What follows belongs to an exercise in optimizing a design on an open flow for small area and few clock cycles; a production flow would make more cautious choices. In this exercise RTL edits were held to simulation tests only and were not proved equivalent to the original. Power figures rest on the tool's default switching activity, not on a simulated workload.

==> v22: inputs <==
==> flow/design.v <==
`default_nettype none
package wbps_pkg;
    localparam int PATTERN_MAX_DEF = 128;
    localparam int ADDR_W          = 48;
    localparam int COUNT_W         = 16;
    localparam int LEN_W           = 8;
    localparam int IDX_W           = 7;
    localparam int BYTE_W          = 8;
    localparam int CFG_IDX_W       = 1;
    localparam int GROUP           = 16;     
    localparam logic [1:0] ACT_LOAD    = 2'd0;
    localparam logic [1:0] ACT_RESTART = 2'd1;
    localparam logic [1:0] ACT_DATA    = 2'd2;
    localparam logic [CFG_IDX_W-1:0] CFG_PATTERN_LENGTH = 1'b0;
    localparam logic [CFG_IDX_W-1:0] CFG_SCAN_END       = 1'b1;
    localparam logic [LEN_W-1:0]   LEN_RESET = 8'd1;
    localparam logic [ADDR_W-1:0]  END_RESET = {ADDR_W{1'b1}};
    localparam logic [COUNT_W-1:0] COUNT_MAX = {COUNT_W{1'b1}};
    typedef struct packed {
        logic [1:0]        action;
        logic [IDX_W-1:0]  entry_index;
        logic [BYTE_W-1:0] entry_value;
        logic              entry_wildcard;
        logic [ADDR_W-1:0] region_start;
        logic [BYTE_W-1:0] data_byte;
    } scan_item_t;
    typedef struct packed {
        logic               match_found;
        logic [ADDR_W-1:0]  match_address;
        logic [COUNT_W-1:0] match_total;
        logic               single_match;
    } scan_result_t;
    typedef struct packed {
        logic              wild;
        logic [BYTE_W-1:0] value;
    } pat_entry_t;
    typedef struct packed {
        logic       shift;       
        logic       rotate;      
        pat_entry_t entry;       
    } cell_ctl_t;
    typedef struct packed {
        logic              cand;     
        logic [ADDR_W-1:0] addr;     
    } side_t;
endpackage
`default_nettype wire
`default_nettype none
module wildcard_byte_pattern_scanner (
    input  wire logic                           clk,
    input  wire logic                           rst_n,
    input  wire logic                           item_valid,
    output logic                                item_stall,
    input  wire wbps_pkg::scan_item_t           item,
    output logic                                result_valid,
    input  wire logic                           result_stall,
    output wbps_pkg::scan_result_t              result,
    input  wire logic                           cfg_valid,
    output logic                                cfg_ready,
    input  wire logic [wbps_pkg::CFG_IDX_W-1:0] cfg_index,
    input  wire logic [wbps_pkg::ADDR_W-1:0]    cfg_data
);
    localparam int N  = 128;
    localparam int AW = wbps_pkg::ADDR_W;
    localparam int CW = wbps_pkg::COUNT_W;
    logic [6:0]    off_reg;      
    logic [6:0]    hoff_reg;     
    logic [7:0]    fill_reg;     
    logic [AW-1:0] end_reg;
    logic [AW-1:0] addr_reg;
    logic [CW-1:0] cnt_reg;      
    logic          vld_reg;
    logic          full_reg;     
    logic          dat_reg;      
    logic [7:0] pval [N];
    logic       pwld [N];
    logic [7:0] hist [N];
    logic adv, item_acc, cfg_acc, is_data, is_load, is_rst, pass, shift;
    logic rot_busy, rot_step, hjump;
    logic [7:0] cfg_len;
    logic [6:0] cfg_off;
    assign adv       = !(vld_reg && result_stall);
    assign is_data   = (item.action == wbps_pkg::ACT_DATA);
    assign is_load   = (item.action == wbps_pkg::ACT_LOAD);
    assign is_rst    = (item.action == wbps_pkg::ACT_RESTART);
    assign rot_busy  = (hoff_reg != off_reg);
    assign item_stall = !adv || (is_data && rot_busy);
    assign item_acc   = item_valid && !item_stall;
    assign cfg_ready  = adv && !item_valid;
    assign cfg_acc    = cfg_valid && cfg_ready;
    logic load_go, rst_go;
    assign load_go = item_valid && adv && is_load;
    assign rst_go  = item_valid && adv && is_rst;
    assign pass  = (addr_reg < end_reg);
    assign shift = item_valid && adv && is_data && !rot_busy && pass;
    assign hjump    = rot_busy && (fill_reg == 8'd0);
    assign rot_step = rot_busy && (fill_reg != 8'd0) && adv;
    assign cfg_len = cfg_data[7:0];
    assign cfg_off = (cfg_len == 8'd0) ? 7'd0
                   : (cfg_len[7] ? 7'd127 : 7'(cfg_len - 8'd1));
    for (genvar i = 0; i < N; i++)
    begin : g_pat
        always_ff @(posedge clk)
        begin
            if (load_go && (item.entry_index == 7'(i)))
            begin
                pval[i] <= item.entry_value;
                pwld[i] <= item.entry_wildcard;
            end
        end
    end
    logic hen, hold;
    assign hen  = shift || rot_step;
    assign hold = !hen;
    for (genvar j = 0; j < N; j++)
    begin : g_hist
        logic at, s_ins, s_nxt;
        assign at    = (hoff_reg == 7'(j));
        assign s_ins = shift && at;
        assign s_nxt = hen && !(shift && at);
        always_ff @(posedge clk)
        begin
            hist[j] <= ~(~({8{s_ins}} & item.data_byte)
                       & ~(({8{s_nxt}} & hist[(j + 1) % N]) | ({8{hold}} & hist[j])));
        end
    end
    logic [N-1:0] hit;
    for (genvar i = 0; i < N; i++)
    begin : g_cmp
        assign hit[i] = (7'(i) > off_reg) || pwld[i] || (pval[i] == hist[i]);
    end
    logic          found;
    logic [CW-1:0] cnt_inc;
    logic [CW-1:0] total;
    logic [AW-1:0] start_addr;
    assign cnt_inc    = (cnt_reg == wbps_pkg::COUNT_MAX) ? cnt_reg : cnt_reg + 1'b1;
    assign start_addr = addr_reg - AW'(off_reg) - 1'b1;
    assign found      = vld_reg && dat_reg && full_reg && (&hit);
    assign total      = found ? cnt_inc : cnt_reg;
    assign result_valid         = vld_reg;
    assign result.match_found   = found;
    assign result.match_address = found ? start_addr : '0;
    assign result.match_total   = total;
    assign result.single_match  = found ? (cnt_reg == '0) : (cnt_reg == CW'(1));
    logic [7:0] fill_next;
    logic [6:0] off_next;
    always_comb
    begin
        fill_next = fill_reg;
        if (rst_go)
            fill_next = '0;
        else if (shift && !fill_reg[7])
            fill_next = fill_reg + 1'b1;
        off_next = off_reg;
        if (cfg_acc && (cfg_index == wbps_pkg::CFG_PATTERN_LENGTH))
            off_next = cfg_off;
    end
    always_ff @(posedge clk or negedge rst_n)
    begin
        if (!rst_n)
        begin
            off_reg  <= '0;
            hoff_reg <= '0;
            fill_reg <= '0;
            end_reg  <= wbps_pkg::END_RESET;
            addr_reg <= '0;
            cnt_reg  <= '0;
            vld_reg  <= 1'b0;
            dat_reg  <= 1'b0;
            full_reg <= 1'b0;
        end
        else
        begin
            off_reg  <= off_next;
            fill_reg <= fill_next;
            full_reg <= (fill_next > {1'b0, off_next});
            if (cfg_acc && (cfg_index == wbps_pkg::CFG_SCAN_END))
                end_reg <= cfg_data;
            if (rst_go)
            begin
                addr_reg <= item.region_start;
                hoff_reg <= off_reg;
            end
            else
            begin
                if (shift)
                begin
                    addr_reg <= addr_reg + 1'b1;
                end
                if (hjump)
                    hoff_reg <= off_reg;
                else if (rot_step)
                    hoff_reg <= hoff_reg - 1'b1;
            end
            if (vld_reg && !result_stall)
                cnt_reg <= total;
            if (adv)
            begin
                vld_reg <= item_acc;
                dat_reg <= shift;
            end
        end
    end
endmodule
`default_nettype wire
==> flow/run.sh <==
#!/bin/bash
# synth_recipe.tcl (not shown) runs the flow's synth.tcl, then flattens the netlist and writes it again
# the make line also repeats each setting of config.mk as NAME=value (left out here)
make -C /OpenROAD-flow-scripts/flow DESIGN_CONFIG=/design/flow/config.mk WORK_HOME=/design/flow/orfs CLKGATE_MAP_FILE= SYNTH_SCRIPT=/design/flow/synth_recipe.tcl finish
==> flow/config.mk <==
export PLATFORM = sky130hd
export DESIGN_NAME = wildcard_byte_pattern_scanner
export DESIGN_NICKNAME = wildcard_byte_pattern_scanner
export VERILOG_FILES = /design/flow/design.v
export SDC_FILE = /design/flow/constraint.sdc
export NUM_CORES = 4
export LEC_CHECK = 0
export CAP_MARGIN = 20
export CORE_MARGIN = 2
export CORE_UTILIZATION = 40
export SLEW_MARGIN = 20
==> flow/constraint.sdc <==
create_clock -name core_clock -period 7.0 [get_ports {clk}]
set_input_delay 1.4000 -clock core_clock [delete_from_list [all_inputs] [get_ports {clk}]]
set_output_delay 1.4000 -clock core_clock [all_outputs]
set_load 0.01 [all_outputs]
==> inputs of v20, as changes to v22 <==
--- a/flow/design.v
+++ b/flow/design.v
@@ -44,6 +44,40 @@
         logic [ADDR_W-1:0] addr;     
     } side_t;
 endpackage
+`default_nettype wire
+`default_nettype none
+module wbps_cell (
+    input  wire logic       clk,
+    input  wire logic       ld,          
+    input  wire logic [7:0] ld_val,
+    input  wire logic       ld_wild,
+    input  wire logic       s_ins,       
+    input  wire logic       s_nxt,       
+    input  wire logic       hold,        
+    input  wire logic [7:0] nb,
+    input  wire logic [7:0] w_up,
+    input  wire logic       off_len,     
+    output logic      [7:0] w,
+    output logic            hit          
+);
+    logic [7:0] pval;
+    logic       pwld;
+    always_ff @(posedge clk)
+    begin
+        if (ld)
+        begin
+            pval <= ld_val;
+            pwld <= ld_wild;
+        end
+    end
+    logic [7:0] w_next;
+    assign w_next = ~(~({8{s_ins}} & nb) & ~(({8{s_nxt}} & w_up) | ({8{hold}} & w)));
+    always_ff @(posedge clk)
+    begin
+        w <= w_next;
+    end
+    assign hit = off_len || pwld || (pval == w_next);
+endmodule
 `default_nettype wire
 `default_nettype none
 module wildcard_byte_pattern_scanner (
@@ -70,12 +104,10 @@
     logic [AW-1:0] addr_reg;
     logic [CW-1:0] cnt_reg;      
     logic          vld_reg;
-    logic          full_reg;     
-    logic          dat_reg;      
-    logic [7:0] pval [N];
-    logic       pwld [N];
+    logic          fnd_reg;      
+    logic          ok_reg;       
     logic [7:0] hist [N];
-    logic adv, item_acc, cfg_acc, is_data, is_load, is_rst, pass, shift;
+    logic adv, item_acc, cfg_acc, is_data, is_load, is_rst, shift;
     logic rot_busy, rot_step, hjump;
     logic [7:0] cfg_len;
     logic [6:0] cfg_off;
@@ -91,43 +123,40 @@
     logic load_go, rst_go;
     assign load_go = item_valid && adv && is_load;
     assign rst_go  = item_valid && adv && is_rst;
-    assign pass  = (addr_reg < end_reg);
-    assign shift = item_valid && adv && is_data && !rot_busy && pass;
+    assign shift = item_valid && adv && is_data && ok_reg;
     assign hjump    = rot_busy && (fill_reg == 8'd0);
     assign rot_step = rot_busy && (fill_reg != 8'd0) && adv;
     assign cfg_len = cfg_data[7:0];
     assign cfg_off = (cfg_len == 8'd0) ? 7'd0
                    : (cfg_len[7] ? 7'd127 : 7'(cfg_len - 8'd1));
-    for (genvar i = 0; i < N; i++)
-    begin : g_pat
-        always_ff @(posedge clk)
-        begin
-            if (load_go && (item.entry_index == 7'(i)))
-            begin
-                pval[i] <= item.entry_value;
-                pwld[i] <= item.entry_wildcard;
-            end
-        end
-    end
     logic hen, hold;
+    logic [N-1:0] hit;
     assign hen  = shift || rot_step;
     assign hold = !hen;
+    logic [N:0] beyond;
     for (genvar j = 0; j < N; j++)
-    begin : g_hist
-        logic at, s_ins, s_nxt;
-        assign at    = (hoff_reg == 7'(j));
-        assign s_ins = shift && at;
-        assign s_nxt = hen && !(shift && at);
-        always_ff @(posedge clk)
-        begin
-            hist[j] <= ~(~({8{s_ins}} & item.data_byte)
-                       & ~(({8{s_nxt}} & hist[(j + 1) % N]) | ({8{hold}} & hist[j])));
-        end
-    end
-    logic [N-1:0] hit;
-    for (genvar i = 0; i < N; i++)
-    begin : g_cmp
-        assign hit[i] = (7'(i) > off_reg) || pwld[i] || (pval[i] == hist[i]);
+    begin : g_beyond
+        assign beyond[j] = (7'(j) > off_reg);
+    end
+    assign beyond[N] = 1'b1;
+    for (genvar j = 0; j < N; j++)
+    begin : g_slot
+        logic at;
+        assign at = beyond[j + 1] && !beyond[j];
+        wbps_cell u_cell (
+            .clk     (clk),
+            .ld      (load_go && (item.entry_index == 7'(j))),
+            .ld_val  (item.entry_value),
+            .ld_wild (item.entry_wildcard),
+            .s_ins   (shift && at),
+            .s_nxt   (hen && !(shift && at)),
+            .hold    (hold),
+            .nb      (item.data_byte),
+            .w_up    (hist[(j + 1) % N]),
+            .off_len (beyond[j]),
+            .w       (hist[j]),
+            .hit     (hit[j])
+        );
     end
     logic          found;
     logic [CW-1:0] cnt_inc;
@@ -135,17 +164,26 @@
     logic [AW-1:0] start_addr;
     assign cnt_inc    = (cnt_reg == wbps_pkg::COUNT_MAX) ? cnt_reg : cnt_reg + 1'b1;
     assign start_addr = addr_reg - AW'(off_reg) - 1'b1;
-    assign found      = vld_reg && dat_reg && full_reg && (&hit);
+    assign found      = vld_reg && fnd_reg;
     assign total      = found ? cnt_inc : cnt_reg;
     assign result_valid         = vld_reg;
     assign result.match_found   = found;
     assign result.match_address = found ? start_addr : '0;
     assign result.match_total   = total;
     assign result.single_match  = found ? (cnt_reg == '0) : (cnt_reg == CW'(1));
-    logic [7:0] fill_next;
-    logic [6:0] off_next;
+    logic [7:0]    fill_next;
+    logic [6:0]    off_next, hoff_next;
+    logic [AW-1:0] addr_next, end_next;
     always_comb
     begin
+        addr_next = addr_reg;
+        if (rst_go)
+            addr_next = item.region_start;
+        else if (shift)
+            addr_next = addr_reg + 1'b1;
+        end_next = end_reg;
+        if (cfg_acc && (cfg_index == wbps_pkg::CFG_SCAN_END))
+            end_next = cfg_data;
         fill_next = fill_reg;
         if (rst_go)
             fill_next = '0;
@@ -154,6 +192,11 @@
         off_next = off_reg;
         if (cfg_acc && (cfg_index == wbps_pkg::CFG_PATTERN_LENGTH))
             off_next = cfg_off;
+        hoff_next = hoff_reg;
+        if (rst_go || hjump)
+            hoff_next = off_reg;
+        else if (rot_step)
+            hoff_next = hoff_reg - 1'b1;
     end
     always_ff @(posedge clk or negedge rst_n)
     begin
@@ -166,38 +209,23 @@
             addr_reg <= '0;
             cnt_reg  <= '0;
             vld_reg  <= 1'b0;
-            dat_reg  <= 1'b0;
-            full_reg <= 1'b0;
+            fnd_reg  <= 1'b0;
+            ok_reg   <= 1'b1;
         end
         else
         begin
             off_reg  <= off_next;
             fill_reg <= fill_next;
-            full_reg <= (fill_next > {1'b0, off_next});
-            if (cfg_acc && (cfg_index == wbps_pkg::CFG_SCAN_END))
-                end_reg <= cfg_data;
-            if (rst_go)
-            begin
-                addr_reg <= item.region_start;
-                hoff_reg <= off_reg;
-            end
-            else
-            begin
-                if (shift)
-                begin
-                    addr_reg <= addr_reg + 1'b1;
-                end
-                if (hjump)
-                    hoff_reg <= off_reg;
-                else if (rot_step)
-                    hoff_reg <= hoff_reg - 1'b1;
-            end
+            end_reg  <= end_next;
+            addr_reg <= addr_next;
+            hoff_reg <= hoff_next;
+            ok_reg   <= (hoff_next == off_next) && (addr_next < end_next);
             if (vld_reg && !result_stall)
                 cnt_reg <= total;
             if (adv)
             begin
                 vld_reg <= item_acc;
-                dat_reg <= shift;
+                fnd_reg <= shift && (fill_reg >= {1'b0, off_reg}) && (&hit);
             end
         end
     end
==> flow/flow/run.sh (new file) <==
#!/bin/bash
# The standard layout (the standard.sh, standard synthesis included) with
# two changes: the port buffers are buf_1 cells, and the clock tree is built
# with clkbuf_8 sink buffers and without dummy loads. Make's full output goes
# to flow.log here; ORFS keeps each step's log under orfs/logs.
set -euo pipefail
bash standard.sh \
  "BUFFER_PORTS_ARGS=-buffer_cell sky130_fd_sc_hd__buf_1" \
  "CTS_ARGS=-sink_clustering_enable -repair_clock_nets -sink_clustering_size 16 -sink_clustering_max_diameter 60 -dont_use_dummy_load -sink_clustering_buffer sky130_fd_sc_hd__clkbuf_8" \
  finish > flow.log 2>&1
==> flow/standard.sh (new file) <==
#!/bin/bash
# synth_recipe.tcl (not shown) runs the flow's synth.tcl, then flattens the netlist and writes it again
# the make line also repeats each setting of config.mk as NAME=value (left out here)
make -C /OpenROAD-flow-scripts/flow DESIGN_CONFIG=/design/flow/config.mk WORK_HOME=/design/flow/orfs CLKGATE_MAP_FILE= SYNTH_SCRIPT=/design/flow/synth_recipe.tcl "${@:-finish}"
--- a/flow/config.mk
+++ b/flow/config.mk
@@ -9,3 +9,4 @@
 export CORE_MARGIN = 2
 export CORE_UTILIZATION = 40
 export SLEW_MARGIN = 20
+export SYNTH_HIERARCHICAL = 1
removed: flow/run.sh
==> comparison table <==
metric                                                                                 v22                      v20
Routed wire length on met3                                                       41,410 µm                32,480 µm
Post-layout net count                                                                8,807                    8,340
Critical path endpoint                                                           result[9]      fnd_reg$_DFFE_PN0N_
Sequential Power Share                                                               0.474                    0.593
Outcome                                                            complete, no violations  complete, no violations
Number of antenna violations at the first check in global routing                       40                       19
Switch share                                                                        0.2878                   0.2872
Clock Power                                                                       0.0129 W                0.00672 W
Largest fanout on the critical path                                                     25                        9
Count of vias placed by the detailed router                                         73,190                   68,440
Worst Hold Slack                                                                 0.4835 ns                0.4904 ns
Combined global-route utilization of all metal layers                               0.2943                   0.2443
Minimum setup slack among reg-to-reg paths                                         1.64 ns                  0.15 ns
Number of gates resized after cts                                                       23                        0
Number of vias per cell                                                              6.081                    6.038
Testbench counts of v22, summed over its fixed seeds: cycles 45,564.
Testbench counts of v20, summed over its fixed seeds: cycles 45,564.

[port drivers added, routing unchanged]
The flow's constraints put no driver on any port. The routed layouts listed below were extracted and timed again, unchanged, in two steps.
Step 1 sets driving cells, clkbuf_16 on the clock port and buf_2 on the other inputs (assumed; they add their load-dependent delay and slew).
Step 2 adds t to the input delays and takes it off the output delays; t is the mean of the earliest and latest rising clock arrival at the registers after step 1. Input paths then give back, and output paths get back, about the clock's delay inside the block.
a / b / c = ideal ports / drivers / drivers and shift; a / b = the first two.
| run | t, ns | setup WS [ns] | worst hold slack (ns) | worst slew at a driven data input, ns |
|---|---|---|---|---|
| v22 | 0.981 | 0.077 / -0.014 / 0.967 | 0.483 / 0.483 / 0.483 | 0.14 |
| v20 | 0.883 | 0.154 / 0.154 / -0.122 | 0.490 / 0.468 / 0.490 | 0.16 |
Met with ideal ports but missed after step 2: setup timing in v20. The setup slack of v20, which loses most, moves by 0.000 ns with the drivers and by -0.276 ns with both steps.
